This is an optimization exercise on Yosys and OpenROAD, whose aim is small area, a short achievable clock period and few clock cycles per item, not a production implementation. No functional check of the RTL was part of any run shown here. Power figures rest on the tool's default switching activity, not on a simulated workload.

==> flow/run.sh <==
#!/bin/bash
# synth_recipe.tcl (not shown) runs the flow's synth.tcl, then flattens the netlist and writes it again
# the make line also repeats each setting of config.mk as NAME=value (left out here)
make -C /OpenROAD-flow-scripts/flow DESIGN_CONFIG=/design/flow/config.mk WORK_HOME=/design/flow/orfs CLKGATE_MAP_FILE= SYNTH_SCRIPT=/design/flow/synth_recipe.tcl finish
==> flow/config.mk <==
export PLATFORM = sky130hd
export DESIGN_NAME = mining_job_tag_result_matcher_core
export DESIGN_NICKNAME = mining_job_tag_result_matcher_core
export VERILOG_FILES = /design/flow/design.v
export SDC_FILE = /design/flow/constraint.sdc
export NUM_CORES = 4
export LEC_CHECK = 0
export ABC_CLOCK_PERIOD_IN_PS = 2000
export CAP_MARGIN = 20
export CORE_MARGIN = 2
export CORE_UTILIZATION = 40
export SETUP_SLACK_MARGIN = 1.9
export SLEW_MARGIN = 20
==> flow/constraint.sdc <==
create_clock -name core_clock -period 4.0 [get_ports {clk}]
set_input_delay 0.8000 -clock core_clock [delete_from_list [all_inputs] [get_ports {clk}]]
set_output_delay 0.8000 -clock core_clock [all_outputs]
set_load 0.01 [all_outputs]
==> flow/design.v <==
`timescale 1ns / 1ps
package mjtm_pkg;
  localparam int TAG_W      = 7;
  localparam int CHIP_W     = 8;
  localparam int INTERVAL_W = 9;
  localparam int KIND_W     = 3;
  localparam int STATUS_W   = 3;
  localparam int PADDR_W    = 3;
  localparam logic [INTERVAL_W-1:0] INTERVAL_RESET = 9'd128;
  localparam logic [STATUS_W-1:0] ST_ISSUED      = 3'd0;
  localparam logic [STATUS_W-1:0] ST_REG         = 3'd1;
  localparam logic [STATUS_W-1:0] ST_NONCE       = 3'd2;
  localparam logic [STATUS_W-1:0] ST_UNKNOWN_REG = 3'd3;
  localparam logic [STATUS_W-1:0] ST_STALE       = 3'd4;
endpackage
`timescale 1ns / 1ps
module mjtm_front (
  input  logic [3:0] t,
  input  logic [8:0] s,
  output logic [3:0] q,
  output logic [3:0] r
);
  logic [7:0] o;
  always_comb begin
    case ({t, s[3:0]})
      8'h00: o = 8'hf0;
      8'h10: o = 8'hf1;
      8'h20: o = 8'hf2;
      8'h30: o = 8'hf3;
      8'h40: o = 8'hf4;
      8'h50: o = 8'hf5;
      8'h60: o = 8'hf6;
      8'h70: o = 8'hf7;
      8'h80: o = 8'hf8;
      8'h90: o = 8'hf9;
      8'ha0: o = 8'hfa;
      8'hb0: o = 8'hfb;
      8'hc0: o = 8'hfc;
      8'hd0: o = 8'hfd;
      8'he0: o = 8'hfe;
      8'hf0: o = 8'hff;
      8'h01: o = 8'h00;
      8'h11: o = 8'h10;
      8'h21: o = 8'h20;
      8'h31: o = 8'h30;
      8'h41: o = 8'h40;
      8'h51: o = 8'h50;
      8'h61: o = 8'h60;
      8'h71: o = 8'h70;
      8'h81: o = 8'h80;
      8'h91: o = 8'h90;
      8'ha1: o = 8'ha0;
      8'hb1: o = 8'hb0;
      8'hc1: o = 8'hc0;
      8'hd1: o = 8'hd0;
      8'he1: o = 8'he0;
      8'hf1: o = 8'hf0;
      8'h02: o = 8'h00;
      8'h12: o = 8'h01;
      8'h22: o = 8'h10;
      8'h32: o = 8'h11;
      8'h42: o = 8'h20;
      8'h52: o = 8'h21;
      8'h62: o = 8'h30;
      8'h72: o = 8'h31;
      8'h82: o = 8'h40;
      8'h92: o = 8'h41;
      8'ha2: o = 8'h50;
      8'hb2: o = 8'h51;
      8'hc2: o = 8'h60;
      8'hd2: o = 8'h61;
      8'he2: o = 8'h70;
      8'hf2: o = 8'h71;
      8'h03: o = 8'h00;
      8'h13: o = 8'h01;
      8'h23: o = 8'h02;
      8'h33: o = 8'h10;
      8'h43: o = 8'h11;
      8'h53: o = 8'h12;
      8'h63: o = 8'h20;
      8'h73: o = 8'h21;
      8'h83: o = 8'h22;
      8'h93: o = 8'h30;
      8'ha3: o = 8'h31;
      8'hb3: o = 8'h32;
      8'hc3: o = 8'h40;
      8'hd3: o = 8'h41;
      8'he3: o = 8'h42;
      8'hf3: o = 8'h50;
      8'h04: o = 8'h00;
      8'h14: o = 8'h01;
      8'h24: o = 8'h02;
      8'h34: o = 8'h03;
      8'h44: o = 8'h10;
      8'h54: o = 8'h11;
      8'h64: o = 8'h12;
      8'h74: o = 8'h13;
      8'h84: o = 8'h20;
      8'h94: o = 8'h21;
      8'ha4: o = 8'h22;
      8'hb4: o = 8'h23;
      8'hc4: o = 8'h30;
      8'hd4: o = 8'h31;
      8'he4: o = 8'h32;
      8'hf4: o = 8'h33;
      8'h05: o = 8'h00;
      8'h15: o = 8'h01;
      8'h25: o = 8'h02;
      8'h35: o = 8'h03;
      8'h45: o = 8'h04;
      8'h55: o = 8'h10;
      8'h65: o = 8'h11;
      8'h75: o = 8'h12;
      8'h85: o = 8'h13;
      8'h95: o = 8'h14;
      8'ha5: o = 8'h20;
      8'hb5: o = 8'h21;
      8'hc5: o = 8'h22;
      8'hd5: o = 8'h23;
      8'he5: o = 8'h24;
      8'hf5: o = 8'h30;
      8'h06: o = 8'h00;
      8'h16: o = 8'h01;
      8'h26: o = 8'h02;
      8'h36: o = 8'h03;
      8'h46: o = 8'h04;
      8'h56: o = 8'h05;
      8'h66: o = 8'h10;
      8'h76: o = 8'h11;
      8'h86: o = 8'h12;
      8'h96: o = 8'h13;
      8'ha6: o = 8'h14;
      8'hb6: o = 8'h15;
      8'hc6: o = 8'h20;
      8'hd6: o = 8'h21;
      8'he6: o = 8'h22;
      8'hf6: o = 8'h23;
      8'h07: o = 8'h00;
      8'h17: o = 8'h01;
      8'h27: o = 8'h02;
      8'h37: o = 8'h03;
      8'h47: o = 8'h04;
      8'h57: o = 8'h05;
      8'h67: o = 8'h06;
      8'h77: o = 8'h10;
      8'h87: o = 8'h11;
      8'h97: o = 8'h12;
      8'ha7: o = 8'h13;
      8'hb7: o = 8'h14;
      8'hc7: o = 8'h15;
      8'hd7: o = 8'h16;
      8'he7: o = 8'h20;
      8'hf7: o = 8'h21;
      8'h08: o = 8'h00;
      8'h18: o = 8'h01;
      8'h28: o = 8'h02;
      8'h38: o = 8'h03;
      8'h48: o = 8'h04;
      8'h58: o = 8'h05;
      8'h68: o = 8'h06;
      8'h78: o = 8'h07;
      8'h88: o = 8'h10;
      8'h98: o = 8'h11;
      8'ha8: o = 8'h12;
      8'hb8: o = 8'h13;
      8'hc8: o = 8'h14;
      8'hd8: o = 8'h15;
      8'he8: o = 8'h16;
      8'hf8: o = 8'h17;
      8'h09: o = 8'h00;
      8'h19: o = 8'h01;
      8'h29: o = 8'h02;
      8'h39: o = 8'h03;
      8'h49: o = 8'h04;
      8'h59: o = 8'h05;
      8'h69: o = 8'h06;
      8'h79: o = 8'h07;
      8'h89: o = 8'h08;
      8'h99: o = 8'h10;
      8'ha9: o = 8'h11;
      8'hb9: o = 8'h12;
      8'hc9: o = 8'h13;
      8'hd9: o = 8'h14;
      8'he9: o = 8'h15;
      8'hf9: o = 8'h16;
      8'h0a: o = 8'h00;
      8'h1a: o = 8'h01;
      8'h2a: o = 8'h02;
      8'h3a: o = 8'h03;
      8'h4a: o = 8'h04;
      8'h5a: o = 8'h05;
      8'h6a: o = 8'h06;
      8'h7a: o = 8'h07;
      8'h8a: o = 8'h08;
      8'h9a: o = 8'h09;
      8'haa: o = 8'h10;
      8'hba: o = 8'h11;
      8'hca: o = 8'h12;
      8'hda: o = 8'h13;
      8'hea: o = 8'h14;
      8'hfa: o = 8'h15;
      8'h0b: o = 8'h00;
      8'h1b: o = 8'h01;
      8'h2b: o = 8'h02;
      8'h3b: o = 8'h03;
      8'h4b: o = 8'h04;
      8'h5b: o = 8'h05;
      8'h6b: o = 8'h06;
      8'h7b: o = 8'h07;
      8'h8b: o = 8'h08;
      8'h9b: o = 8'h09;
      8'hab: o = 8'h0a;
      8'hbb: o = 8'h10;
      8'hcb: o = 8'h11;
      8'hdb: o = 8'h12;
      8'heb: o = 8'h13;
      8'hfb: o = 8'h14;
      8'h0c: o = 8'h00;
      8'h1c: o = 8'h01;
      8'h2c: o = 8'h02;
      8'h3c: o = 8'h03;
      8'h4c: o = 8'h04;
      8'h5c: o = 8'h05;
      8'h6c: o = 8'h06;
      8'h7c: o = 8'h07;
      8'h8c: o = 8'h08;
      8'h9c: o = 8'h09;
      8'hac: o = 8'h0a;
      8'hbc: o = 8'h0b;
      8'hcc: o = 8'h10;
      8'hdc: o = 8'h11;
      8'hec: o = 8'h12;
      8'hfc: o = 8'h13;
      8'h0d: o = 8'h00;
      8'h1d: o = 8'h01;
      8'h2d: o = 8'h02;
      8'h3d: o = 8'h03;
      8'h4d: o = 8'h04;
      8'h5d: o = 8'h05;
      8'h6d: o = 8'h06;
      8'h7d: o = 8'h07;
      8'h8d: o = 8'h08;
      8'h9d: o = 8'h09;
      8'had: o = 8'h0a;
      8'hbd: o = 8'h0b;
      8'hcd: o = 8'h0c;
      8'hdd: o = 8'h10;
      8'hed: o = 8'h11;
      8'hfd: o = 8'h12;
      8'h0e: o = 8'h00;
      8'h1e: o = 8'h01;
      8'h2e: o = 8'h02;
      8'h3e: o = 8'h03;
      8'h4e: o = 8'h04;
      8'h5e: o = 8'h05;
      8'h6e: o = 8'h06;
      8'h7e: o = 8'h07;
      8'h8e: o = 8'h08;
      8'h9e: o = 8'h09;
      8'hae: o = 8'h0a;
      8'hbe: o = 8'h0b;
      8'hce: o = 8'h0c;
      8'hde: o = 8'h0d;
      8'hee: o = 8'h10;
      8'hfe: o = 8'h11;
      8'h0f: o = 8'h00;
      8'h1f: o = 8'h01;
      8'h2f: o = 8'h02;
      8'h3f: o = 8'h03;
      8'h4f: o = 8'h04;
      8'h5f: o = 8'h05;
      8'h6f: o = 8'h06;
      8'h7f: o = 8'h07;
      8'h8f: o = 8'h08;
      8'h9f: o = 8'h09;
      8'haf: o = 8'h0a;
      8'hbf: o = 8'h0b;
      8'hcf: o = 8'h0c;
      8'hdf: o = 8'h0d;
      8'hef: o = 8'h0e;
      8'hff: o = 8'h10;
      default: o = 8'h00;
    endcase
    if (s[8:4] != 5'd0) begin
      o = {4'h0, t};
    end
  end
  assign q = o[7:4];
  assign r = o[3:0];
endmodule
`timescale 1ns / 1ps
module mining_job_tag_result_matcher_core #(
  parameter int JOB_SLOTS = 128
) (
  input  logic                              clk,
  input  logic                              rst,
  input  logic                              in_valid,
  output logic                              in_ready,
  input  logic                              action,
  input  logic [31:0]                       job_version,
  input  logic                              nonce_resp,
  input  logic [31:0]                       frame_word,
  input  logic [7:0]                        frame_addr_byte,
  input  logic [7:0]                        frame_tag_byte,
  input  logic [15:0]                       frame_version,
  output logic                              out_valid,
  input  logic                              out_ready,
  output logic [mjtm_pkg::STATUS_W-1:0]     status,
  output logic [mjtm_pkg::TAG_W-1:0]        tag,
  output logic [mjtm_pkg::CHIP_W-1:0]       chip_index,
  output logic [mjtm_pkg::KIND_W-1:0]       register_kind,
  output logic [31:0]                       data_word,
  output logic [31:0]                       full_version,
  input  logic                              psel,
  input  logic                              penable,
  input  logic                              pwrite,
  input  logic [mjtm_pkg::PADDR_W-1:0]      paddr,
  input  logic [31:0]                       pwdata,
  output logic [31:0]                       prdata,
  output logic                              pready
);
  function automatic logic [7:0] add8(input logic [7:0] t, input logic [7:0] x,
                                      input logic ci);
    logic [7:0] p, g, gg, pp;
    p  = t ^ x;
    g  = t & x;
    gg = g;
    pp = p;
    gg[0] = g[0] | (p[0] & ci);
    for (int d = 1; d < 8; d = d * 2) begin
      for (int i = 7; i >= d; i--) begin
        gg[i] = gg[i] | (pp[i] & gg[i-d]);
        pp[i] = pp[i] & pp[i-d];
      end
    end
    add8 = p ^ {gg[6:0], ci};
  endfunction
  function automatic logic [7:0] add8x3(input logic [7:0] t, input logic [7:0] x,
                                        input logic [7:0] y);
    logic [7:0] s, c;
    s = t ^ x ^ y;
    c = (t & x) | (t & y) | (x & y);
    add8x3 = add8(s, {c[6:0], 1'b0}, 1'b0);
  endfunction
  function automatic logic ge8(input logic [7:0] t, input logic [7:0] x);
    logic [7:0] g, l;
    g = t & ~x;
    l = ~t & x;
    for (int d = 1; d < 8; d = d * 2) begin
      for (int i = 0; i < 8; i += 2 * d) begin
        g[i+2*d-1] = g[i+2*d-1] | (!l[i+2*d-1] & g[i+d-1]);
        l[i+2*d-1] = l[i+2*d-1] | (!g[i+2*d-1] & l[i+d-1]);
      end
    end
    ge8 = !l[7];
  endfunction
  logic [8:0]  spacing;
  assign pready = 1'b1;
  always_ff @(posedge clk) begin
    if (rst) begin
      spacing <= mjtm_pkg::INTERVAL_RESET;
    end else if (psel && penable && pwrite && !paddr[2]) begin
      spacing <= pwdata[8:0];
    end
  end
  assign prdata = paddr[2] ? 32'd0 : {23'd0, spacing};
  logic [7:0] sp;
  logic [7:0] mul3, mul5, mul7, mul9, mul11, mul13, mul15;
  assign sp = spacing[7:0];
  always_ff @(posedge clk) begin
    mul3  <= add8(sp, {sp[6:0], 1'b0}, 1'b0);
    mul5  <= add8(sp, {sp[5:0], 2'b00}, 1'b0);
    mul7  <= add8({sp[4:0], 3'b000}, ~sp, 1'b1);
    mul9  <= add8(sp, {sp[4:0], 3'b000}, 1'b0);
    mul11 <= add8x3(sp, {sp[6:0], 1'b0}, {sp[4:0], 3'b000});
    mul13 <= add8x3(sp, {sp[5:0], 2'b00}, {sp[4:0], 3'b000});
    mul15 <= add8({sp[3:0], 4'b0000}, ~sp, 1'b1);
  end
  logic adv;
  logic acc;
  logic v1;
  assign adv      = !out_valid || out_ready;
  assign in_ready = adv;
  assign acc      = in_valid && adv;
  logic [3:0]  next_slot;
  logic [3:0]  issue_slot;
  logic [15:0] slot_valid;
  logic [2:0]  a_status;
  logic [3:0]  a_tag;
  logic [2:0]  a_kind;
  logic [31:0] a_word;
  logic [15:0] a_fver;
  logic [7:0]  a_dvd;
  logic        a_hit;
  assign issue_slot = next_slot + 4'd3;
  assign a_hit      = slot_valid[frame_tag_byte[7:4]];
  always_comb begin
    a_status = mjtm_pkg::ST_UNKNOWN_REG;
    a_tag    = '0;
    a_kind   = '0;
    a_word   = '0;
    a_fver   = '0;
    a_dvd    = nonce_resp ? frame_word[24:17] : frame_addr_byte;
    if (!action) begin
      a_status = mjtm_pkg::ST_ISSUED;
      a_tag    = issue_slot;
      a_word   = job_version;           
    end else if (nonce_resp) begin
      a_tag = frame_tag_byte[7:4];
      if (a_hit) begin
        a_status = mjtm_pkg::ST_NONCE;
        a_word   = frame_word;
        a_fver   = frame_version;
      end else begin
        a_status = mjtm_pkg::ST_STALE;
      end
    end else if (frame_tag_byte == 8'h4C) begin
      a_status = mjtm_pkg::ST_REG;
      a_word   = frame_word;
    end else if (frame_tag_byte >= 8'h88 && frame_tag_byte <= 8'h8C) begin
      a_status = mjtm_pkg::ST_REG;
      a_kind   = frame_tag_byte[2:0] + 3'd1;
      a_word   = frame_word;
    end
  end
  always_ff @(posedge clk) begin
    if (rst) begin
      next_slot  <= '0;
      slot_valid <= '0;
    end else if (acc && !action) begin
      next_slot              <= issue_slot;
      slot_valid[issue_slot] <= 1'b1;
    end
  end
  logic [3:0] a_qh;
  logic [3:0] a_rh;
  mjtm_front u_front (
    .t (a_dvd[7:4]),
    .s (spacing),
    .q (a_qh),
    .r (a_rh)
  );
  logic [2:0]  s1_status;
  logic [3:0]  s1_tag;
  logic [2:0]  s1_kind;
  logic [31:0] s1_word;
  logic [15:0] s1_fver;
  logic [3:0]  s1_q;
  logic [3:0]  s1_rem;
  logic [3:0]  s1_dvd;
  always_ff @(posedge clk) begin
    if (adv) begin
      s1_status <= a_status;
      s1_tag    <= a_tag;
      s1_kind   <= a_kind;
      s1_word   <= a_word;
      s1_fver   <= a_fver;
      s1_q      <= a_qh;
      s1_rem    <= a_rh;
      s1_dvd    <= a_dvd[3:0];
    end
  end
  logic [7:0]  b_t;
  logic [7:0]  mval [16];
  logic [15:1] mbig;           
  logic [15:1] b_ge;
  logic [3:0]  b_ql;
  logic [7:0]  b_q;
  assign b_t = {s1_rem, s1_dvd};
  always_comb begin
    mval[0]  = 8'd0;
    mval[1]  = sp;
    mval[2]  = {sp[6:0], 1'b0};
    mval[3]  = mul3;
    mval[4]  = {sp[5:0], 2'b00};
    mval[5]  = mul5;
    mval[6]  = {mul3[6:0], 1'b0};
    mval[7]  = mul7;
    mval[8]  = {sp[4:0], 3'b000};
    mval[9]  = mul9;
    mval[10] = {mul5[6:0], 1'b0};
    mval[11] = mul11;
    mval[12] = {mul3[5:0], 2'b00};
    mval[13] = mul13;
    mval[14] = {mul7[6:0], 1'b0};
    mval[15] = mul15;
    for (int m = 1; m < 16; m++) begin
      mbig[m] = spacing >= 9'((256 + m - 1) / m);
      b_ge[m] = !mbig[m] && ge8(b_t, mval[m]);
    end
  end
  assign b_ql[3] = b_ge[8];
  assign b_ql[2] = (b_ge[4] & !b_ge[8]) | b_ge[12];
  assign b_ql[1] = (b_ge[2] & !b_ge[4]) | (b_ge[6] & !b_ge[8]) |
                   (b_ge[10] & !b_ge[12]) | b_ge[14];
  assign b_ql[0] = (b_ge[1] & !b_ge[2]) | (b_ge[3] & !b_ge[4]) |
                   (b_ge[5] & !b_ge[6]) | (b_ge[7] & !b_ge[8]) |
                   (b_ge[9] & !b_ge[10]) | (b_ge[11] & !b_ge[12]) |
                   (b_ge[13] & !b_ge[14]) | b_ge[15];
  assign b_q = {s1_q, b_ql};
  logic [31:0] version_mem [16];
  logic        s1_issue;
  logic        s1_nhit;
  logic        s1_div;
  assign s1_issue = (s1_status == mjtm_pkg::ST_ISSUED);
  assign s1_nhit  = (s1_status == mjtm_pkg::ST_NONCE);
  assign s1_div   = (s1_status == mjtm_pkg::ST_NONCE) || (s1_status == mjtm_pkg::ST_REG);
  always_ff @(posedge clk) begin
    if (adv && v1 && s1_issue) begin
      version_mem[s1_tag] <= s1_word;
    end
  end
  always_ff @(posedge clk) begin
    if (rst) begin
      v1        <= 1'b0;
      out_valid <= 1'b0;
    end else if (adv) begin
      v1        <= acc;
      out_valid <= v1;
    end
  end
  always_ff @(posedge clk) begin
    if (adv) begin
      status        <= s1_status;
      tag           <= {s1_tag, 3'b000};
      register_kind <= s1_kind;
      chip_index    <= s1_div ? b_q : 8'd0;
      data_word     <= s1_issue ? 32'd0 : s1_word;
      full_version  <= (s1_nhit ? version_mem[s1_tag] : 32'd0) | {3'b000, s1_fver, 13'b0};
    end
  end
endmodule
==> out/qor.yml, run 1 <==
hold_path:
  hold_path_class: "register to register"
timing:
  timing.final.ws_setup_ps: 1620
  tns_ps: 0
  drv_slew: 0
  hold_viol: 0
  min_period_ps: 2380
  finalCritPeriodShare_pct: 59.5
  clock_skew_ps: 25.5
  setup_viol: 0
  relSlewSlack_pct: 40.4
  rsz0062_at_grt: "true"
  timing.fmax_mhz: 420
  tightest_slew_ps: 894
critical_path:
  worst_path_max_delay_cell: "edfxtp_1"
  cp_slowest_stage_delay_ps: 480
  startpoint_type: "register"
  path_class: "register to register"
  cp_common_cell: "o2111ai_2"
  cp-end-kind: "register"
  cp.required_ps: 4340
  cp.arrival_ps: 2720
  cp_max_fo: 4
  crit_family: "compound AO/OA/AOI/OAI gates"
  worstPathCellList: "nor2b_1, maj3_1, maj3_2, o2111ai_2, o2111ai_2, o211ai_1, a41oi_2"
  cp_num_buf_inv: 0
placement:
  dp_slack_ps: 334
  gp_congestion: 0.922
  io_buffers: 207
  dp_hpwl_mm: 49.1
power_and_ir_drop:
  p_leak_nw: 15.3
  irDropWorstVdd_v: 0.000415
  power_density_mw_per_mm2: 440
synth:
  yosys_warnings: 3
  postSynthAreaPerCell_um2: 16.2
  synth_edf_count: 664
  syn_area_mm2: 0.0324
  async_reset_ff_share_pct: 0
  ys.flop_type: "edfxtp_1"
  ys_types: 71
  yosysSeqAreaShare_pct: 66.3
  ys_seq_elements: 741
  syn-instance-count: 1998
drt:
  drc_errors: 0
  drtAntennaViolNets: 0
  wl_per_cell_um: 26.6
  wirelength_mm: 95.3
  drt_first_iter_violations: 2076
  drtPass1Iterations: 8
  via_per_inst: 5.62
  vias: 20100
global_routing:
  grt_max_degree: 98
  antenna_found_initial: 3
  grt_pass1_wl_mm: 132
  grt_usage_pct: 21.6
  grt_remaining_overflow: 0
  grt_pass1_vias: 19800
floorplanning:
  core-area_mm2: 0.0803
  start_util_pct: 40.3
  die_y_um: 289
  dieArea_mm2: 0.0833
  die_x_um: 289
  design.portCount: 260
  row_count: 104
run_status:
  outcome: "timing/DRC/antenna clean"
cells_and_area:
  fillers: 6251
  post-route-util_pct: 53.7
  area_growth_pct: 33.2
  layout-drive-gt1-share_pct: 31.9
  multi_input_area_mm2: 0.0111
  fin_nets: 2685
  regArea_mm2: 0.0215
  diodes: 0
clock_tree:
  cts.sinks: 741
  clock_latency_ps: 620
  cts_tree: "yes"
  path_clk_slew_ps: 60
  h-tree-depth: 3
  cts_buffers: 80
  cts_root_buf: "clkbuf_16"
  clockBufferDepth: 3
run:
  drv_cap: 0
[final cells by class]
cell class / count / share of cell area [%]
multi-input combinational: 1091 / 25.8
inverter: 61 / 0.670
sequential: 741 / 49.9
tap: 1060 / 3.07
clock inverter: 50 / 1.35
clock buffer: 96 / 4.90
timing repair buffer: 482 / 14.3
[logic make-up after synthesis]
logic type / Yosys count / share of synthesized area (%)
AOI/OAI and AO/OA: 322 / 6.91
and+or+nand+nor: 393 / 6.03
other: 2 / 0.0232
DFF: 741 / 66.3
adders and majority gates: 118 / 4.64
buffers and inverters: 192 / 2.77
muxes: 183 / 12.0
xor gates and xnor gates: 47 / 1.27
[state kept, by name (all words and copies together), names as in the netlist, 5 cells and up, named ones only]
name / flops
slot_valid: 16
mul15: 8
mul3: 5
mul9: 6
chip_index: 8
spacing: 9
version_mem: 512
mul7: 5
s1_word: 32
full_version: 32
mul5: 5
mul13: 7
data_word: 32
s1_fver: 16
mul11: 6
[layout by cell type, fill, tap and decap left out, types with 33 or more instances in the layout]
| cell type | n |
|---|---|
| a21oi_1 | 68 |
| inv_1 | 37 |
| clkbuf_16 | 105 |
| clkdlybuf4s15_1 | 69 |
| ha_1 | 55 |
| buf_6 | 46 |
| buf_4 | 113 |
| nand2_1 | 76 |
| mux4_2 | 164 |
| xnor2_1 | 35 |
| nor2b_1 | 53 |
| a22o_1 | 33 |
| buf_12 | 58 |
| clkdlybuf4s50_1 | 105 |
| buf_16 | 33 |
| dfxtp_1 | 62 |
| nor2_1 | 68 |
| edfxtp_1 | 664 |
[per-stage QoR]
stage               std cells  instance area (um^2)  power, mW  hold WS (ps)
floorplan                2023                 32700       10.3           400
global placement         3227                 36200       11.1           405
detailed placement       3227                 36200       11.1           407
CTS                      3515                 41500       19.0           420
global route             3581                 43100       19.6           433
finish                   3581                 43100       19.0           423
[synth_stat cells, types with 12 or more instances]
cell / count / area [um^2]
a31oi_1: 12 / 75.1
nand2_1: 82 / 308
a22o_1: 33 / 289
mux4_2: 164 / 3690
maj3_1: 27 / 270
buf_4: 28 / 210
a21oi_1: 81 / 405
edfxtp_1: 664 / 19900
buf_2: 28 / 140
nor2_1: 102 / 383
nor3_1: 22 / 110
and2_1: 25 / 156
o211ai_1: 16 / 120
a211oi_1: 15 / 113
xnor2_1: 36 / 315
nand3_1: 26 / 130
mux2_2: 12 / 135
ha_1: 75 / 938
o221ai_1: 12 / 105
clkbuf_1: 62 / 233
nand2b_1: 33 / 206
o21ai_0: 33 / 165
fa_1: 13 / 260
dfxtp_1: 77 / 1540
inv_1: 53 / 199
nor2b_1: 73 / 457
a21o_1: 27 / 203
[where the power goes]
| group | total (mW) | internal [mW] | switching, mW |
|---|---|---|---|
| registers | 9.02 | 8.74 | 0.282 |
| logic | 2.38 | 1.26 | 1.12 |
| clock network | 7.57 | 4.46 | 3.11 |
| total | 19.0 | 14.5 | 4.51 |
[worst paths after layout]
kind / cells past startpoint / startpoint / end / slack, ps
hold / removal: 0 / s1_kind[0] / register_kind[0] / 420
hold reg to reg: 0 / s1_kind[0] / register_kind[0] / 420
setup / recovery: 7 / s1_dvd[1] / chip_index[0] / 1620
setup reg to reg: 7 / s1_dvd[1] / chip_index[0] / 1620
[per-layer routing]
| metal | share of wire (%) | wire [um] | GRT usage, % |
|---|---|---|---|
| met5 | 0 | 0 | 0 |
| met4 | 3.0 | 2870 | 6.66 |
| met3 | 6.3 | 6030 | 2.53 |
| met2 | 50 | 47300 | 36.5 |
| met1 | 41 | 39100 | 29.5 |
[what timing repair did]
| item | in CTS | in global routing |
|---|---|---|
| buffers inserted | 108 | 39 |
| pin swaps | 47 | 69 |
| hold buffers | 0 | 0 |
| resized for setup | 455 | 172 |
| setup endpoints to repair | 778 | 383 |
| gates cloned | 34 | 27 |
[worst register-to-register path, stage by stage (launching register included)]
cell	delay, ps
edfxtp_1	480
nor2b_1	120
maj3_1	370
maj3_2	330
o2111ai_2	200
o2111ai_2	200
o211ai_1	200
a41oi_2	180
==> run 2, diff against run 1 <==
--- a/flow/config.mk
+++ b/flow/config.mk
@@ -7,3 +7,3 @@
 export LEC_CHECK = 0
-export ABC_CLOCK_PERIOD_IN_PS = 2000
+export ABC_CLOCK_PERIOD_IN_PS = 1800
 export CAP_MARGIN = 20
@@ -11,3 +11,3 @@
 export CORE_UTILIZATION = 40
-export SETUP_SLACK_MARGIN = 1.9
+export SETUP_SLACK_MARGIN = 2.1
 export SLEW_MARGIN = 20
==> out/qor.yml, run 2 <==
cells_and_area:
  fillers: 6057  # was 6,251
  regMostFlops: "version_mem"  # unchanged
  final_cell_mix: "edfxtp_1 (664), mux4_2 (164), buf_4 (114)"  # was edfxtp_1 (664), mux4_2 (164), buf_4 (113)
  fin_nets: 2762  # was 2,685
  regArea_mm2: 0.0215  # about the same
  mostFrequentLayoutCell: "edfxtp_1"  # unchanged
  multi_input_area_mm2: 0.0112  # was 0.0111 mm^2
  layout-drive-gt1-share_pct: 37.1  # was 31.9%
  area_growth_pct: 37.0  # was 33.2%
  largest_reg_flops: 512  # unchanged
clock_tree:
  path_clk_slew_ps: 60  # about the same
  h-tree-depth: 3  # unchanged
  cts_root_buf: "clkbuf_16"  # unchanged
  cts_tree: "yes"  # unchanged
  clock_latency_ps: 640  # was 620 ps
  clockBufferDepth: 3  # unchanged
  cts.sinks: 741  # unchanged
  cts_hold_buf: 0  # unchanged
  cts_buffers: 80  # unchanged
hold_path:
  hold_path_class: "register to register"  # unchanged
  min_delay_path_depth: 0  # unchanged
synth:
  synth_top_area_cell: "edfxtp_1"  # unchanged
  ys.flop_type: "edfxtp_1"  # unchanged
  synth_common_cells: "edfxtp_1 (664), mux4_2 (164), nor2_1 (102)"  # unchanged
  syn-instance-count: 1998  # unchanged
  ys_types: 71  # unchanged
  yosys_warnings: 3  # unchanged
  synth_edf_count: 664  # unchanged
  yosysSeqAreaShare_pct: 66.3  # unchanged
  netlist.area_leader.share_pct: 61.6  # unchanged
  postSynthAreaPerCell_um2: 16.2  # unchanged
  async_reset_ff_share_pct: 0  # unchanged
  syn_area_mm2: 0.0324  # unchanged
  post-synth-top-count-cell: "edfxtp_1"  # unchanged
  ys_seq_elements: 741  # unchanged
  synthTopCellsByArea: "edfxtp_1 (62%), mux4_2 (11%), dfxtp_1 (4.8%)"  # unchanged
global_routing:
  grt_pass1_wl_mm: 142  # was 132 mm
  grt_usage_pct: 23.7  # was 21.6%
  antenna_found_initial: 2  # was 3
  grt_max_degree: 98  # unchanged
  grt_pass1_vias: 20500  # was 19,800
  grt_remaining_overflow: 0  # unchanged
timing:
  tns_ps: 0  # unchanged
  rsz0062_at_grt: "true"  # unchanged
  timing.final.ws_setup_ps: 1600  # was 1620 ps
  finalCritPeriodShare_pct: 60.0  # was 59.5%
  hold_viol: 0  # unchanged
  timing.fmax_mhz: 417  # was 420 MHz
  relSlewSlack_pct: 41.5  # was 40.4%
  setup_viol: 0  # unchanged
  min_period_ps: 2400  # was 2380 ps
  drv_slew: 0  # unchanged
  tightest_slew_ps: 878  # was 894 ps
  clock_skew_ps: 30.2  # was 25.5 ps
floorplanning:
  core-area_mm2: 0.0803  # unchanged
  row_count: 104  # unchanged
  design.portCount: 260  # unchanged
  die_x_um: 289  # unchanged
  die_y_um: 289  # unchanged
  start_util_pct: 40.3  # unchanged
  dieArea_mm2: 0.0833  # unchanged
drt:
  drc_errors: 0  # unchanged
  vias: 20800  # was 20,100
  drt_first_iter_violations: 2041  # was 2,076
  via_per_inst: 5.69  # was 5.62
  wirelength_mm: 103  # was 95.3 mm
  drtAntennaViolNets: 0  # unchanged
  drtPass1Iterations: 5  # was 8
  wl_per_cell_um: 28.1  # was 26.6 um
placement:
  gp_congestion: 0.922  # unchanged
  dp_hpwl_mm: 49.1  # unchanged
  io_buffers: 207  # unchanged
  dp_slack_ps: 334  # unchanged
power_and_ir_drop:
  power_density_mw_per_mm2: 430  # was 440 mW/mm^2
  finalPower_mw: 19.1  # was 19.0 mW
  irDropWorstVdd_v: 0.000308  # was 0.000415 V
  p_leak_nw: 16.0  # was 15.3 nW
critical_path:
  cp.required_ps: 4340  # about the same
  cp-end-kind: "register"  # unchanged
  cp.arrival_ps: 2740  # was 2720 ps
  cp_max_fo: 4  # unchanged
  rr_worst_depth: 7  # unchanged
  startpoint_type: "register"  # unchanged
  path_class: "register to register"  # unchanged
run_status:
  outcome: "timing/DRC/antenna clean"  # unchanged
run:
  drv_cap: 0  # unchanged
[run 2: metal layers]
metal	global-route usage, %	up-vias	wire length (um)
met5	0	-	0
met4	8.68	0	4900
met3	3.12	229	8250
met2	40.2	1076	50400
met1	31.4	10600	39300
li1	-	8923	-
[run 2: cells by family after synthesis]
| kind of cell | synth area share [%] |
|---|---|
| simple gates | 6.03 |
| flops | 66.3 |
| fa+ha+maj | 4.64 |
| compound gates | 6.91 |
| other cells | 0.0232 |
| xor+xnor | 1.27 |
| buf+inv | 2.77 |
| mux | 12.0 |
[run 2: path summary, 6_finish.rpt]
check        startpoint                to  slack, ps
max           s1_dvd[1]     chip_index[0]       1600
max reg2reg   s1_dvd[1]     chip_index[0]       1600
min reg2reg  s1_kind[0]  register_kind[0]        420
min          s1_kind[0]  register_kind[0]        420
[run 2: area by class of cell]
class / count / area share, %
clock buffers: 96 / 4.77
multi-input cells: 1091 / 25.3
well taps: 1060 / 2.99
flip-flops and latches: 741 / 48.5
inverters: 61 / 0.651
diodes: 1 / 0.00564
repair buffers: 559 / 16.5
clock inverters: 50 / 1.31
[run 2: stage by stage]
step                hold WS [ps]  cells  area (um^2)  util, %
floorplan                    400   2023        32700        -
global placement             405   3227        36200     45.1
detailed placement           407   3227        36200     45.1
CTS                          420   3600        43000     53.5
global route                 434   3658        44400     55.3
finish                       423   3659        44400     55.3
[run 2: timing repair]
| action | in CTS | in global routing |
|---|---|---|
| pin swaps | 61 | 73 |
| gates cloned | 68 | 12 |
| setup endpoints to repair | 902 | 761 |
| buffers inserted | 159 | 46 |
| gates resized for setup | 728 | 156 |
[run 2: critical path, cell delays in order, from the launching register on]
cell and delay (ps):
edfxtp_1 490, nor2b_1 120, maj3_1 370, maj3_2 330
o2111ai_2 200, o2111ai_2 210, o211ai_1 200, a41oi_2 190
[run 2: where the power goes]
part	internal (mW)	switching, mW
Combinational	1.28	1.16
Clock	4.46	3.17
Sequential	8.74	0.282
Total	14.5	4.61
==> run 3, diff against run 2 <==
--- a/flow/design.v
+++ b/flow/design.v
@@ -507,5 +507,16 @@
   assign s1_div   = (s1_status == mjtm_pkg::ST_NONCE) || (s1_status == mjtm_pkg::ST_REG);
+  logic [15:0] s1_sel;
+  logic [31:0] s1_rd;
+  always_comb begin
+    s1_rd = '0;
+    for (int i = 0; i < 16; i++) begin
+      s1_sel[i] = (s1_tag == 4'(i));
+      s1_rd     = s1_rd | ({32{s1_sel[i] & s1_nhit}} & version_mem[i]);
+    end
+  end
   always_ff @(posedge clk) begin
-    if (adv && v1 && s1_issue) begin
-      version_mem[s1_tag] <= s1_word;
+    for (int i = 0; i < 16; i++) begin
+      if (adv && v1 && s1_issue && s1_sel[i]) begin
+        version_mem[i] <= s1_word;
+      end
     end
@@ -528,3 +539,3 @@
       data_word     <= s1_issue ? 32'd0 : s1_word;
-      full_version  <= (s1_nhit ? version_mem[s1_tag] : 32'd0) | {3'b000, s1_fver, 13'b0};
+      full_version  <= s1_rd | {3'b000, s1_fver, 13'b0};
     end
--- a/flow/config.mk
+++ b/flow/config.mk
@@ -7,3 +7,3 @@
 export LEC_CHECK = 0
-export ABC_CLOCK_PERIOD_IN_PS = 1800
+export ABC_CLOCK_PERIOD_IN_PS = 2000
 export CAP_MARGIN = 20
@@ -11,3 +11,3 @@
 export CORE_UTILIZATION = 40
-export SETUP_SLACK_MARGIN = 2.1
+export SETUP_SLACK_MARGIN = 1.9
 export SLEW_MARGIN = 20
==> out/qor.yml, run 3 <==
floorplanning:
  die_x_um: 284  # was 289 um
  core-area_mm2: 0.0776  # was 0.0803 mm^2
  dieArea_mm2: 0.0808  # was 0.0833 mm^2
  design.portCount: 260  # unchanged
  start_util_pct: 40.5  # was 40.3%
  die_y_um: 284  # was 289 um
  row_count: 102  # was 104
global_routing:
  antenna_found_initial: 4  # was 2
  grt_pass1_wl_mm: 154  # was 142 mm
  grt_usage_pct: 26.0  # was 23.7%
  grt_remaining_overflow: 0  # unchanged
  grt_pass1_vias: 22100  # was 20,500
  grt_max_degree: 70  # was 98
run_status:
  outcome: "timing/DRC/antenna clean"  # unchanged
drt:
  routed.top_layer: "met5"  # was met4
  drt_first_iter_violations: 2753  # was 2,041
  drc_errors: 0  # unchanged
  via_per_inst: 5.92  # was 5.69
  wl_met2_mm: 55.0  # was 50.4 mm
  wirelength_mm: 117  # was 103 mm
  drtPass1Iterations: 6  # was 5
  wl_per_cell_um: 30.2  # was 28.1 um
  wl_met1_mm: 43.3  # was 39.3 mm
  dr_wl_met3_mm: 11.7  # was 8.25 mm
  drtAntennaViolNets: 0  # unchanged
  vias: 22900  # was 20,800
timing:
  relSlewSlack_pct: 37.7  # was 41.5%
  min_period_ps: 2580  # was 2400 ps
  hold_viol: 0  # unchanged
  rsz0062_at_grt: "true"  # unchanged
  timing.fmax_mhz: 388  # was 417 MHz
  setup_viol: 0  # unchanged
  clock_skew_ps: 33.9  # was 30.2 ps
  drv_slew: 0  # unchanged
  tightest_slew_ps: 934  # was 878 ps
  finalCritPeriodShare_pct: 64.4  # was 60.0%
  tns_ps: 0  # unchanged
placement:
  placed_cells: 3399  # was 3,227
  dp_hpwl_mm: 55.5  # was 49.1 mm
  io_buffers: 207  # unchanged
  gp_congestion: 0.919  # was 0.922
cells_and_area:
  fin_nets: 2988  # was 2,762
  largest_reg_flops: 512  # unchanged
  regMostFlops: "version_mem"  # unchanged
  area_growth_pct: 39.4  # was 37.0%
  layout-drive-gt1-share_pct: 32.2  # was 37.1%
  final_cells: 3862  # was 3,659
  final_cell_mix: "edfxtp_1 (664), buf_4 (191), clkbuf_16 (105)"  # was edfxtp_1 (664), mux4_2 (164), buf_4 (114)
  mostFrequentLayoutCell: "edfxtp_1"  # unchanged
synth:
  async_reset_ff_share_pct: 0  # unchanged
  ys_seq_elements: 737  # was 741
  syn-instance-count: 2191  # was 1,998
  synth_edf_count: 664  # unchanged
  syn_area_mm2: 0.0314  # was 0.0324 mm^2
  yosys_warnings: 4  # was 3
  netlist.area_leader.share_pct: 63.5  # was 61.6%
  synth_top_area_cell: "edfxtp_1"  # unchanged
  yosysSeqAreaShare_pct: 68.1  # was 66.3%
  ys_types: 84  # was 71
  post-synth-top-count-cell: "edfxtp_1"  # unchanged
  synth_common_cells: "edfxtp_1 (664), nor2_1 (116), a221oi_1 (98)"  # was edfxtp_1 (664), mux4_2 (164), nor2_1 (102)
  ys.flop_type: "edfxtp_1"  # unchanged
  postSynthAreaPerCell_um2: 14.3  # was 16.2 um^2
  synthTopCellsByArea: "edfxtp_1 (63%), dfxtp_1 (4.7%), ha_1 (3.1%)"  # was edfxtp_1 (62%), mux4_2 (11%), dfxtp_1 (4.8%)
clock_tree:
  h-tree-depth: 3  # unchanged
  cts_root_buf: "clkbuf_16"  # unchanged
  cts_tree: "yes"  # unchanged
  cts_buffers: 79  # was 80
  cts.sinks: 737  # was 741
  cts_hold_buf: 0  # unchanged
  path_clk_slew_ps: 60  # about the same
  clockBufferDepth: 3  # unchanged
  clock_latency_ps: 640  # about the same
critical_path:
  cp-end-kind: "register"  # unchanged
  cp_max_fo: 7  # was 4
  cp.arrival_ps: 2970  # was 2740 ps
  cp_slowest_stage_delay_ps: 530  # was 490 ps
  cp.required_ps: 4390  # was 4340 ps
  rr_worst_depth: 9  # was 7
  cp-endpoint: "full_version[16]"  # was chip_index[0]
  regToRegSetupSlack_ps: 1420  # was 1600 ps
  path_class: "register to register"  # unchanged
  cp_num_buf_inv: 3  # was 0
  crit_family: "compound AO/OA/AOI/OAI gates"  # unchanged
  r2r_end: "full_version[16]"  # was chip_index[0]
  worst_path_max_delay_cell: "a222oi_1"  # was edfxtp_1
  startpoint_type: "register"  # unchanged
  cp_num_cells: 9  # was 7
  reg2reg_from: "s1_tag[2]"  # was s1_dvd[1]
  worstPathCellList: "buf_4, nand2b_4, nand2b_4, buf_6, nor3_4, buf_6, a222oi_1, nand4_1, a211o_1"  # was nor2b_1, maj3_1, maj3_2, o2111ai_2, o2111ai_2, o211ai_1, a41oi_2
  crit_start: "s1_tag[2]"  # was s1_dvd[1]
run:
  drv_cap: 0  # unchanged
power_and_ir_drop:
  p_leak_nw: 16.1  # was 16.0 nW
  power_density_mw_per_mm2: 406  # was 430 mW/mm^2
  irDropWorstVdd_v: 0.000319  # was 0.000308 V
hold_path:
  hold_path_class: "register to register"  # unchanged
-- run 3: final cells by class --
| type | instances | area (um^2) |
|---|---|---|
| well taps | 1040 | 1300 |
| multi-input cells | 1244 | 10800 |
| flip-flops and latches | 737 | 21400 |
| inverters | 90 | 383 |
| clock inverters | 42 | 402 |
| clock buffers | 102 | 2130 |
| fillers | 6068 | 33800 |
| repair buffers | 604 | 7360 |
| repair inverters | 1 | 7.51 |
| diodes | 2 | 5.00 |
-- run 3: per-stage QoR --
step                      area (um^2)  util, %  power (mW)  hold WS [ps]  setup slack [ps]
after global routing            43800     56.4        18.2           424              1400
after CTS                       41500     53.5        17.6           421              1500
after detailed placement        35200     45.3        10.4           407               298
final                           43800     56.4        17.8           425              1420
after global placement          35200     45.3        10.3           407               372
after floorplan                 31700        -        9.66           400               862
-- run 3: worst reg2reg max path: stages, from the launching register on --
cell and delay (ps):
edfxtp_1 460, buf_4 190, nand2b_4 70, nand2b_4 180, buf_6 120, nor3_4 40
buf_6 150, a222oi_1 530, nand4_1 300, a211o_1 300
-- run 3: worst min path at each step --
stage	cells past startpoint	endpoint	start
after detailed placement	0	register_kind[1]	s1_kind[1]
final	0	register_kind[1]	s1_kind[1]
after global routing	0	register_kind[1]	s1_kind[1]
after CTS	0	register_kind[1]	s1_kind[1]
after global placement	0	register_kind[0]	s1_kind[0]
after floorplan	0	register_kind[0]	s1_kind[0]
-- run 3: where the power goes --
| part | internal (mW) | total (mW) | switching, mW | leakage, nW |
|---|---|---|---|---|
| Clock | 4.11 | 7.22 | 3.11 | 1.23 |
| Combinational | 0.726 | 1.62 | 0.891 | 7.89 |
| Sequential | 8.67 | 8.92 | 0.249 | 7.02 |
| Total | 13.5 | 17.8 | 4.25 | 16.1 |
-- run 3: routing by layer --
metal / vias up / GRT usage [%]
met5: - / 0
met4: 2 / 11.0
met3: 315 / 4.78
met2: 1409 / 43.0
met1: 11400 / 33.7
li1: 9698 / -
-- run 3: cell families (layout without fill, tap and decap cells) --
kind of cell	Yosys count	after routing	share of synthesized area (%)
mux	22	23	0.980
buf+inv	241	839	3.56
fa+ha+maj	112	112	4.61
compound gates	580	580	14.0
other cells	2	29	0.0239
simple gates	453	458	7.47
flops	737	737	68.1
xor+xnor	44	44	1.23
-- run 3: timing repair --
| item | 4_1_cts | 5_1_grt |
|---|---|---|
| buffers inserted | 174 | 75 |
| resized for setup | 585 | 218 |
| pin swaps | 152 | 124 |
| hold endpoints to repair | 0 | 0 |
| gates cloned | 40 | 28 |
| setup endpoints to repair | 610 | 565 |
==> run 4, diff against run 3 <==
--- a/flow/design.v
+++ b/flow/design.v
@@ -344,14 +344,2 @@
   endfunction
-  function automatic logic ge8(input logic [7:0] t, input logic [7:0] x);
-    logic [7:0] g, l;
-    g = t & ~x;
-    l = ~t & x;
-    for (int d = 1; d < 8; d = d * 2) begin
-      for (int i = 0; i < 8; i += 2 * d) begin
-        g[i+2*d-1] = g[i+2*d-1] | (!l[i+2*d-1] & g[i+d-1]);
-        l[i+2*d-1] = l[i+2*d-1] | (!g[i+2*d-1] & l[i+d-1]);
-      end
-    end
-    ge8 = !l[7];
-  endfunction
   logic [8:0]  spacing;
@@ -378,2 +366,25 @@
   end
+  logic [3:0]  mhi [16];
+  logic [15:1] mbig;
+  always_comb begin
+    mhi[0]  = 4'd0;
+    mhi[1]  = sp[7:4];
+    mhi[2]  = sp[6:3];
+    mhi[3]  = mul3[7:4];
+    mhi[4]  = sp[5:2];
+    mhi[5]  = mul5[7:4];
+    mhi[6]  = mul3[6:3];
+    mhi[7]  = mul7[7:4];
+    mhi[8]  = sp[4:1];
+    mhi[9]  = mul9[7:4];
+    mhi[10] = mul5[6:3];
+    mhi[11] = mul11[7:4];
+    mhi[12] = mul3[5:2];
+    mhi[13] = mul13[7:4];
+    mhi[14] = mul7[6:3];
+    mhi[15] = mul15[7:4];
+    for (int m = 1; m < 16; m++) begin
+      mbig[m] = spacing >= 9'((256 + m - 1) / m);
+    end
+  end
   logic adv;
@@ -389,2 +400,4 @@
   logic [3:0]  a_tag;
+  logic        a_tagv;        
+  logic        a_div;         
   logic [2:0]  a_kind;
@@ -399,2 +412,4 @@
     a_tag    = '0;
+    a_tagv   = 1'b0;
+    a_div    = 1'b0;
     a_kind   = '0;
@@ -406,7 +421,10 @@
       a_tag    = issue_slot;
+      a_tagv   = 1'b1;
       a_word   = job_version;           
     end else if (nonce_resp) begin
-      a_tag = frame_tag_byte[7:4];
+      a_tag  = frame_tag_byte[7:4];
+      a_tagv = 1'b1;
       if (a_hit) begin
         a_status = mjtm_pkg::ST_NONCE;
+        a_div    = 1'b1;
         a_word   = frame_word;
@@ -418,2 +436,3 @@
       a_status = mjtm_pkg::ST_REG;
+      a_div    = 1'b1;
       a_word   = frame_word;
@@ -421,2 +440,3 @@
       a_status = mjtm_pkg::ST_REG;
+      a_div    = 1'b1;
       a_kind   = frame_tag_byte[2:0] + 3'd1;
@@ -442,4 +462,10 @@
   );
+  logic [15:1] a_loge;
+  always_comb begin
+    for (int m = 1; m < 16; m++) begin
+      a_loge[m] = a_dvd[3:0] >= 4'(spacing[3:0] * 4'(m));
+    end
+  end
   logic [2:0]  s1_status;
-  logic [3:0]  s1_tag;
+  logic [15:0] s1_sel;        
   logic [2:0]  s1_kind;
@@ -447,5 +473,6 @@
   logic [15:0] s1_fver;
-  logic [3:0]  s1_q;
-  logic [3:0]  s1_rem;
-  logic [3:0]  s1_dvd;
+  logic        s1_div;
+  logic [3:0]  s1_qh;
+  logic [3:0]  s1_rh;
+  logic [15:1] s1_loge;
   always_ff @(posedge clk) begin
@@ -453,3 +480,5 @@
       s1_status <= a_status;
-      s1_tag    <= a_tag;
+      for (int i = 0; i < 16; i++) begin
+        s1_sel[i] <= a_tagv && (a_tag == 4'(i));
+      end
       s1_kind   <= a_kind;
@@ -457,34 +486,14 @@
       s1_fver   <= a_fver;
-      s1_q      <= a_qh;
-      s1_rem    <= a_rh;
-      s1_dvd    <= a_dvd[3:0];
+      s1_div    <= a_div;
+      s1_qh     <= a_div ? a_qh : 4'd0;
+      s1_rh     <= a_rh;
+      s1_loge   <= a_loge;
     end
   end
-  logic [7:0]  b_t;
-  logic [7:0]  mval [16];
-  logic [15:1] mbig;           
   logic [15:1] b_ge;
   logic [3:0]  b_ql;
-  logic [7:0]  b_q;
-  assign b_t = {s1_rem, s1_dvd};
   always_comb begin
-    mval[0]  = 8'd0;
-    mval[1]  = sp;
-    mval[2]  = {sp[6:0], 1'b0};
-    mval[3]  = mul3;
-    mval[4]  = {sp[5:0], 2'b00};
-    mval[5]  = mul5;
-    mval[6]  = {mul3[6:0], 1'b0};
-    mval[7]  = mul7;
-    mval[8]  = {sp[4:0], 3'b000};
-    mval[9]  = mul9;
-    mval[10] = {mul5[6:0], 1'b0};
-    mval[11] = mul11;
-    mval[12] = {mul3[5:0], 2'b00};
-    mval[13] = mul13;
-    mval[14] = {mul7[6:0], 1'b0};
-    mval[15] = mul15;
     for (int m = 1; m < 16; m++) begin
-      mbig[m] = spacing >= 9'((256 + m - 1) / m);
-      b_ge[m] = !mbig[m] && ge8(b_t, mval[m]);
+      b_ge[m] = s1_div && !mbig[m] &&
+                ((s1_rh > mhi[m]) || ((s1_rh == mhi[m]) && s1_loge[m]));
     end
@@ -499,3 +508,2 @@
                    (b_ge[13] & !b_ge[14]) | b_ge[15];
-  assign b_q = {s1_q, b_ql};
   logic [31:0] version_mem [16];
@@ -503,13 +511,12 @@
   logic        s1_nhit;
-  logic        s1_div;
+  logic [31:0] s1_rd;
+  logic [3:0]  s1_tag;
   assign s1_issue = (s1_status == mjtm_pkg::ST_ISSUED);
   assign s1_nhit  = (s1_status == mjtm_pkg::ST_NONCE);
-  assign s1_div   = (s1_status == mjtm_pkg::ST_NONCE) || (s1_status == mjtm_pkg::ST_REG);
-  logic [15:0] s1_sel;
-  logic [31:0] s1_rd;
   always_comb begin
-    s1_rd = '0;
+    s1_rd  = '0;
+    s1_tag = '0;
     for (int i = 0; i < 16; i++) begin
-      s1_sel[i] = (s1_tag == 4'(i));
-      s1_rd     = s1_rd | ({32{s1_sel[i] & s1_nhit}} & version_mem[i]);
+      s1_rd  = s1_rd | ({32{s1_sel[i] & s1_nhit}} & version_mem[i]);
+      s1_tag = s1_tag | ({4{s1_sel[i]}} & 4'(i));
     end
@@ -537,3 +544,3 @@
       register_kind <= s1_kind;
-      chip_index    <= s1_div ? b_q : 8'd0;
+      chip_index    <= {s1_qh, b_ql};
       data_word     <= s1_issue ? 32'd0 : s1_word;
==> out/qor.yml, run 4 <==
timing:
  hold_viol: 0  # unchanged
  clock_skew_ps: 45.2  # was 33.9 ps
  min_period_ps: 2370  # was 2580 ps
  tightest_slew_ps: 830  # was 934 ps
  tns_ps: 0  # unchanged
  relSlewSlack_pct: 44.7  # was 37.7%
  rsz0062_at_grt: "true"  # unchanged
  finalCritPeriodShare_pct: 59.2  # was 64.4%
  drv_slew: 0  # unchanged
  setup_viol: 0  # unchanged
  timing.final.ws_setup_ps: 1630  # was 1420 ps
  timing.fmax_mhz: 422  # was 388 MHz
power_and_ir_drop:
  finalPower_mw: 18.4  # was 17.8 mW
  irDropWorstVdd_v: 0.000286  # was 0.000319 V
  power_density_mw_per_mm2: 424  # was 406 mW/mm^2
  p_leak_nw: 16.2  # was 16.1 nW
floorplanning:
  row_count: 104  # was 102
  design.portCount: 260  # unchanged
  die_x_um: 289  # was 284 um
  die_y_um: 289  # was 284 um
  core-area_mm2: 0.0804  # was 0.0776 mm^2
  dieArea_mm2: 0.0835  # was 0.0808 mm^2
  start_util_pct: 40.4  # was 40.5%
clock_tree:
  clock_latency_ps: 660  # was 640 ps
  cts_hold_buf: 0  # unchanged
  cts_buffers: 82  # was 79
  h-tree-depth: 3  # unchanged
  cts_root_buf: "clkbuf_16"  # unchanged
  path_clk_slew_ps: 60  # about the same
  cts.sinks: 751  # was 737
  clockBufferDepth: 3  # unchanged
  cts_tree: "yes"  # unchanged
cells_and_area:
  largest_reg_flops: 512  # unchanged
  area_growth_pct: 33.6  # was 39.4%
  regMostFlops: "version_mem"  # unchanged
  mostFrequentLayoutCell: "edfxtp_1"  # unchanged
  fin_nets: 3067  # was 2,988
  diodes: 0  # was 2
  final_cells: 3877  # was 3,862
  layout-drive-gt1-share_pct: 29.9  # was 32.2%
  final_cell_mix: "edfxtp_1 (688), buf_4 (151), ha_1 (125)"  # was edfxtp_1 (664), buf_4 (191), clkbuf_16 (105)
  post-route-util_pct: 53.9  # was 56.4%
placement:
  dp_slack_ps: 336  # was 298 ps
  gp_congestion: 0.848  # was 0.919
  placed_cells: 3492  # was 3,399
  io_buffers: 207  # unchanged
  dp_hpwl_mm: 53.7  # was 55.5 mm
synth:
  synthTopCellsByArea: "edfxtp_1 (64%), ha_1 (6.2%), dfxtp_1 (3.9%)"  # was edfxtp_1 (63%), dfxtp_1 (4.7%), ha_1 (3.1%)
  netlist.area_leader.share_pct: 63.6  # was 63.5%
  postSynthAreaPerCell_um2: 14.3  # about the same
  synth_common_cells: "edfxtp_1 (688), ha_1 (161), nand2_1 (114)"  # was edfxtp_1 (664), nor2_1 (116), a221oi_1 (98)
  post-synth-top-count-cell: "edfxtp_1"  # unchanged
  yosys_warnings: 4  # unchanged
  syn-instance-count: 2276  # was 2,191
  yosysSeqAreaShare_pct: 67.5  # was 68.1%
  syn_area_mm2: 0.0325  # was 0.0314 mm^2
  ys_seq_elements: 751  # was 737
  async_reset_ff_share_pct: 0  # unchanged
  ys_types: 69  # was 84
  ys.flop_type: "edfxtp_1"  # unchanged
  synth_top_area_cell: "edfxtp_1"  # unchanged
  synth_edf_count: 688  # was 664
critical_path:
  reg2reg_from: "s1_rh[1]"  # was s1_tag[2]
  cp.arrival_ps: 2710  # was 2970 ps
  startpoint_type: "register"  # unchanged
  cp-end-kind: "register"  # unchanged
  r2r_end: "chip_index[0]"  # was full_version[16]
  path_class: "register to register"  # unchanged
  regToRegSetupSlack_ps: 1630  # was 1420 ps
  cp_max_fo: 10  # was 7
  rr_worst_depth: 9  # unchanged
  cp.required_ps: 4340  # was 4390 ps
global_routing:
  grt_max_degree: 113  # was 70
  grt_remaining_overflow: 0  # unchanged
  grt_usage_pct: 23.8  # was 26.0%
  antenna_found_initial: 1  # was 4
  grt_pass1_vias: 21800  # was 22,100
  grt_pass1_wl_mm: 145  # was 154 mm
hold_path:
  worstHoldStart: "s1_kind[2]"  # was s1_kind[1]
  hold_path_class: "register to register"  # unchanged
  holdPathEnd: "register_kind[2]"  # was register_kind[1]
  min_delay_path_depth: 0  # unchanged
drt:
  wl_per_cell_um: 27.8  # was 30.2 um
  drtPass1Iterations: 8  # was 6
  drc_errors: 0  # unchanged
  vias: 22600  # was 22,900
  via_per_inst: 5.83  # was 5.92
  drtAntennaViolNets: 0  # unchanged
  drt_first_iter_violations: 2758  # was 2,753
  wirelength_mm: 108  # was 117 mm
run:
  drv_cap: 0  # unchanged
run_status:
  outcome: "timing/DRC/antenna clean"  # unchanged
run 4: per-layer routing:
metal	vias to the layer above	wire length, um	share of wire [%]	GRT usage [%]
met3	232	9380	8.7	3.88
met4	2	3930	3.6	8.47
met2	1234	51400	48	39.6
li1	9780	-	-	-
met1	11400	43200	40	31.7
met5	-	32	0.030	0
run 4: cell families (layout without fill, tap and decap cells):
family                   after synthesis  in the layout  share of synthesized area [%]
multiplexers                          25             26                           1.06
buffers and inverters                247            745                           3.36
other                                  2             27                         0.0231
AND/OR/NAND/NOR                      476            493                           7.25
XOR/XNOR                              50             50                           1.35
flip-flops                           751            751                           67.5
adder cells (fa/ha/maj)              174            174                           7.01
AO/OA/AOI/OAI                        551            551                           12.4
run 4: worst max path at each step:
stage / startpoint / endpoint / slack [ps] / cells after the start
2_1_floorplan: out_ready / version_mem[10][0] / 590 / 3
5_1_grt: s1_status[2] / full_version[21] / 1590 / 7
4_1_cts: s1_rh[0] / chip_index[0] / 1660 / 10
6_report: s1_rh[1] / chip_index[0] / 1630 / 9
3_5_place_dp: frame_tag_byte[4] / s1_word[26] / 340 / 9
3_3_place_gp: frame_tag_byte[4] / s1_word[5] / 380 / 9
run 4: area by class of cell:
type | instances | area, um^2
well taps | 1060 | 1330
fillers | 6507 | 37000
repair inverters | 1 | 7.51
inverters | 103 | 420
repair buffers | 493 | 5430
clock buffers | 103 | 2150
clock inverters | 45 | 465
flip-flops and latches | 751 | 22000
multi-input cells | 1321 | 11600
run 4: repair_timing:
action / 4_1_cts / 5_1_grt
buffers inserted: 91 / 101
cloned: 24 / 21
hold endpoints to repair: 0 / 0
pin swaps: 102 / 144
gates resized for setup: 558 / 326
endpoints found under the setup margin: 759 / 146
run 4: power breakdown:
part | total (mW) | internal [mW] | leakage, nW | switching (mW)
Clock | 7.39 | 4.19 | 1.27 | 3.20
Combinational | 1.86 | 0.843 | 7.69 | 1.02
Sequential | 9.17 | 8.91 | 7.20 | 0.258
run 4: through the flow:
step           cell area [um^2]  hold WS, ps
2_1_floorplan             32700          400
3_3_place_gp              36000          404
3_5_place_dp              36000          415
4_1_cts                   40800          428
5_1_grt                   43400          437
6_report                  43400          425
run 4: critical path, cell delays in order, from the launching register on:
cell      delay [ps]
edfxtp_1         420
buf_12           180
buf_4            150
buf_4            140
ha_1             300
nand4_1          120
o21ai_0          290
a211oi_2          70
a211oi_2         230
nand4_1          160
==> run 5, diff against run 4 <==
--- a/flow/config.mk
+++ b/flow/config.mk
@@ -10,4 +10,3 @@
 export CORE_MARGIN = 2
-export CORE_UTILIZATION = 40
-export SETUP_SLACK_MARGIN = 1.9
+export CORE_UTILIZATION = 65
 export SLEW_MARGIN = 20
==> out/qor.yml, run 5 <==
critical_path:
  startpoint_type: "register"  # unchanged
  worstPathCellList: "inv_1, buf_4, nor2_1, clkdlybuf4s50_1"  # was buf_12, buf_4, buf_4, ha_1, nand4_1, o21ai_0, a211oi_2, a211oi_2, nand4_1
  worst_path_max_delay_cell: "dfxtp_2"  # was edfxtp_1
  cp-end-kind: "output port"  # was register
  cp_max_fo: 16  # was 10
  path_class: "register to output port"  # was register to register
  cp.required_ps: 3200  # was 4340 ps
  cp_slowest_stage_delay_ps: 660  # was 420 ps
  cp_num_buf_inv: 3  # unchanged
  crit_family: "buffers and inverters"  # was compound AO/OA/AOI/OAI gates
  cp.arrival_ps: 2510  # was 2710 ps
timing:
  setup_viol: 0  # unchanged
  tightest_slew_ps: 1100  # was 830 ps
  relSlewSlack_pct: 26.4  # was 44.7%
  rsz0062_at_grt: "false"  # was true
  finalCritPeriodShare_pct: 82.7  # was 59.2%
  drv_slew: 0  # unchanged
  holdWs_ps: 418  # was 425 ps
  clock_skew_ps: 26.5  # was 45.2 ps
  min_period_ps: 3310  # was 2370 ps
  tns_ps: 0  # unchanged
  timing.fmax_mhz: 302  # was 422 MHz
  hold_viol: 0  # unchanged
drt:
  wl_per_cell_um: 27.2  # was 27.8 um
  vias: 21300  # was 22,600
  drt_first_iter_violations: 2690  # was 2,758
  wirelength_mm: 88.1  # was 108 mm
  drtPass1Iterations: 8  # unchanged
  drc_errors: 0  # unchanged
  via_per_inst: 6.58  # was 5.83
  drtAntennaViolNets: 0  # unchanged
power_and_ir_drop:
  pwr-share-clk_pct: 39.4  # was 40.1%
  p_sw_share_pct: 22.7  # was 24.3%
  pwr-share-seq_pct: 52.3  # was 49.8%
  p_leak_nw: 13.9  # was 16.2 nW
  internal_power_mw: 13.5  # was 13.9 mW
  power_switching_mw: 3.97  # was 4.47 mW
  power_density_mw_per_mm2: 460  # was 424 mW/mm^2
  irDropWorstVdd_v: 0.000347  # was 0.000286 V
  pwr-share-comb_pct: 8.3  # was 10.1%
clock_tree:
  post_cts_resized: 0  # was 558
  cts_tree: "yes"  # unchanged
  cts.sinks: 751  # unchanged
  path_clk_slew_ps: 60  # about the same
  cts_setup_buffers: 0  # was 91
  h-tree-depth: 3  # unchanged
  clock_latency_ps: 610  # was 660 ps
  cts_hold_buf: 0  # unchanged
  cts_root_buf: "clkbuf_16"  # unchanged
  clockBufferDepth: 3  # unchanged
  cts_buffers: 75  # was 82
floorplanning:
  core-area_mm2: 0.0492  # was 0.0804 mm^2
  die_y_um: 227  # was 289 um
  dieArea_mm2: 0.0518  # was 0.0835 mm^2
  design.portCount: 260  # unchanged
  start_util_pct: 66.1  # was 40.4%
  die_x_um: 227  # was 289 um
  row_count: 81  # was 104
cells_and_area:
  layout-drive-gt1-share_pct: 8.96  # was 29.9%
  fin_nets: 2835  # was 3,067
  area_growth_pct: 17.2  # was 33.6%
  regMostFlops: "version_mem"  # unchanged
  fillers: 2906  # was 6,507
  mostFrequentLayoutCell: "edfxtp_1"  # unchanged
  final_cell_mix: "edfxtp_1 (688), clkdlybuf4s50_1 (205), ha_1 (161)"  # was edfxtp_1 (688), buf_4 (151), ha_1 (125)
  largest_reg_flops: 512  # unchanged
synth:
  synth_edf_count: 688  # unchanged
  syn_area_mm2: 0.0325  # unchanged
  synth_common_cells: "edfxtp_1 (688), ha_1 (161), nand2_1 (114)"  # unchanged
  ys_seq_elements: 751  # unchanged
  syn-instance-count: 2276  # unchanged
  synthTopCellsByArea: "edfxtp_1 (64%), ha_1 (6.2%), dfxtp_1 (3.9%)"  # unchanged
  ys_types: 69  # unchanged
  yosys_warnings: 4  # unchanged
  async_reset_ff_share_pct: 0  # unchanged
  netlist.area_leader.share_pct: 63.6  # unchanged
  ys.flop_type: "edfxtp_1"  # unchanged
  synth_top_area_cell: "edfxtp_1"  # unchanged
  postSynthAreaPerCell_um2: 14.3  # unchanged
  post-synth-top-count-cell: "edfxtp_1"  # unchanged
  yosysSeqAreaShare_pct: 67.5  # unchanged
placement:
  dp_hpwl_mm: 52.2  # was 53.7 mm
  gp_congestion: 0.959  # was 0.848
  io_buffers: 207  # unchanged
global_routing:
  grt_usage_pct: 34.4  # was 23.8%
  grt_remaining_overflow: 0  # unchanged
  grt_pass1_wl_mm: 129  # was 145 mm
  antenna_found_initial: 1  # unchanged
  grt_pass1_vias: 21200  # was 21,800
  grt_max_degree: 79  # was 113
hold_path:
  hold_path_class: "register to register"  # unchanged
run_status:
  outcome: "timing/DRC/antenna clean"  # unchanged
run:
  drv_cap: 0  # unchanged
==> run 5: cell counts after synthesis <==
Identical to the previous run, type by type.
==> run 5: per-stage QoR <==
stage / util (%) / cells / worst slack, ps / total power, mW / instance area, um^2
after detailed placement: 72.5 / 3108 / 288 / 10.7 / 35600
after global routing: 77.4 / 3242 / 593 / 18.0 / 38000
after CTS: 77.4 / 3242 / 657 / 17.5 / 38000
after floorplan: - / 2301 / 72.9 / 10.0 / 32600
after global placement: 72.5 / 3108 / 325 / 10.7 / 35600
final: 77.4 / 3243 / 690 / 17.5 / 38000
==> run 5: worst paths after layout <==
| kind | start | to | slack [ps] | cells past startpoint |
|---|---|---|---|---|
| setup reg to reg | s1_status[0] | full_version[3] | 1010 | 6 |
| setup / recovery | spacing[3] | prdata[3] | 690 | 4 |
| hold / removal | s1_kind[2] | register_kind[2] | 420 | 0 |
| hold reg to reg | s1_kind[2] | register_kind[2] | 420 | 0 |
==> run 5: cells by family (layout without fill, tap and decap cells) <==
family / after synthesis / count (layout) / share of synthesized area [%]
XOR/XNOR: 50 / 50 / 1.35
other: 2 / 28 / 0.0231
flip-flops: 751 / 751 / 67.5
AO/OA/AOI/OAI: 551 / 551 / 12.4
multiplexers: 25 / 25 / 1.06
AND/OR/NAND/NOR: 476 / 476 / 7.25
adder cells (fa/ha/maj): 174 / 174 / 7.01
buffers and inverters: 247 / 524 / 3.36
==> run 5: final cells by class <==
| class | count | area [um^2] | area share (%) |
|---|---|---|---|
| sequential | 751 | 21900 | 57.6 |
| multi-input combinational | 1303 | 9580 | 25.2 |
| clock buffer | 90 | 2000 | 5.25 |
| timing repair buffer | 287 | 2910 | 7.66 |
| antenna | 1 | 2.50 | 0.00658 |
| clock inverter | 44 | 402 | 1.06 |
| inverter | 103 | 387 | 1.02 |
| tap | 664 | 831 | 2.18 |
==> run 5: routing by layer <==
layer  track usage [%]  vias to the layer above  wire length [um]
met5                 0                        -                 0
met4              13.0                        0              2770
met3              5.81                      203              9110
met2              57.5                     1361             43300
met1              45.7                    10600             32900
li1                  -                     9223                 -
==> run 5: power groups by stage <==
| stage | Clock, mW | Sequential, mW | Combinational (mW) |
|---|---|---|---|
| after global routing | 7.22 | 9.19 | 1.58 |
| after CTS | 6.93 | 9.15 | 1.44 |
| after floorplan | 0 | 9.28 | 0.739 |
| final | 6.90 | 9.16 | 1.45 |
| after detailed placement | 0 | 9.32 | 1.43 |
| after global placement | 0 | 9.30 | 1.38 |

afterwards: timing with drivers on the ports:
Ports are ideal in the flow. The routed layouts listed here were re-timed in OpenROAD. Step 1 assumes that a clkbuf_16 drives the clock port and a buf_2 every other input. Step 2 moves the port delays by t, midway between the first and last clock arrival at a register: inputs arrive t later, outputs are due t later. That takes back most of the time a late clock gives input paths. a / b / c = ideal / step 1 / step 2; a / b = the first two.
run	t (ns)	setup WS [ns]	worst setup path after step 2	clock arrival spread, ns	cell pins on the clock port's net
run 1	0.678	1.621 / 1.621 / 1.122	input to register	0.039 / 0.039	1
run 2	0.695	1.601 / 1.601 / 1.074	input to register	0.047 / 0.047	1
run 3	0.689	1.422 / 1.422 / 1.072	input to register	0.040 / 0.040	1
run 4	0.701	1.632 / 1.632 / 1.110	input to register	0.048 / 0.049	1
run 5	0.661	0.690 / 0.631 / 0.259	input to register	0.026 / 0.027	1
After both steps every run listed still meets setup and hold. For run 2, which loses most, drivers alone change the setup slack by 0.000 ns; drivers and shift together by -0.527 ns.
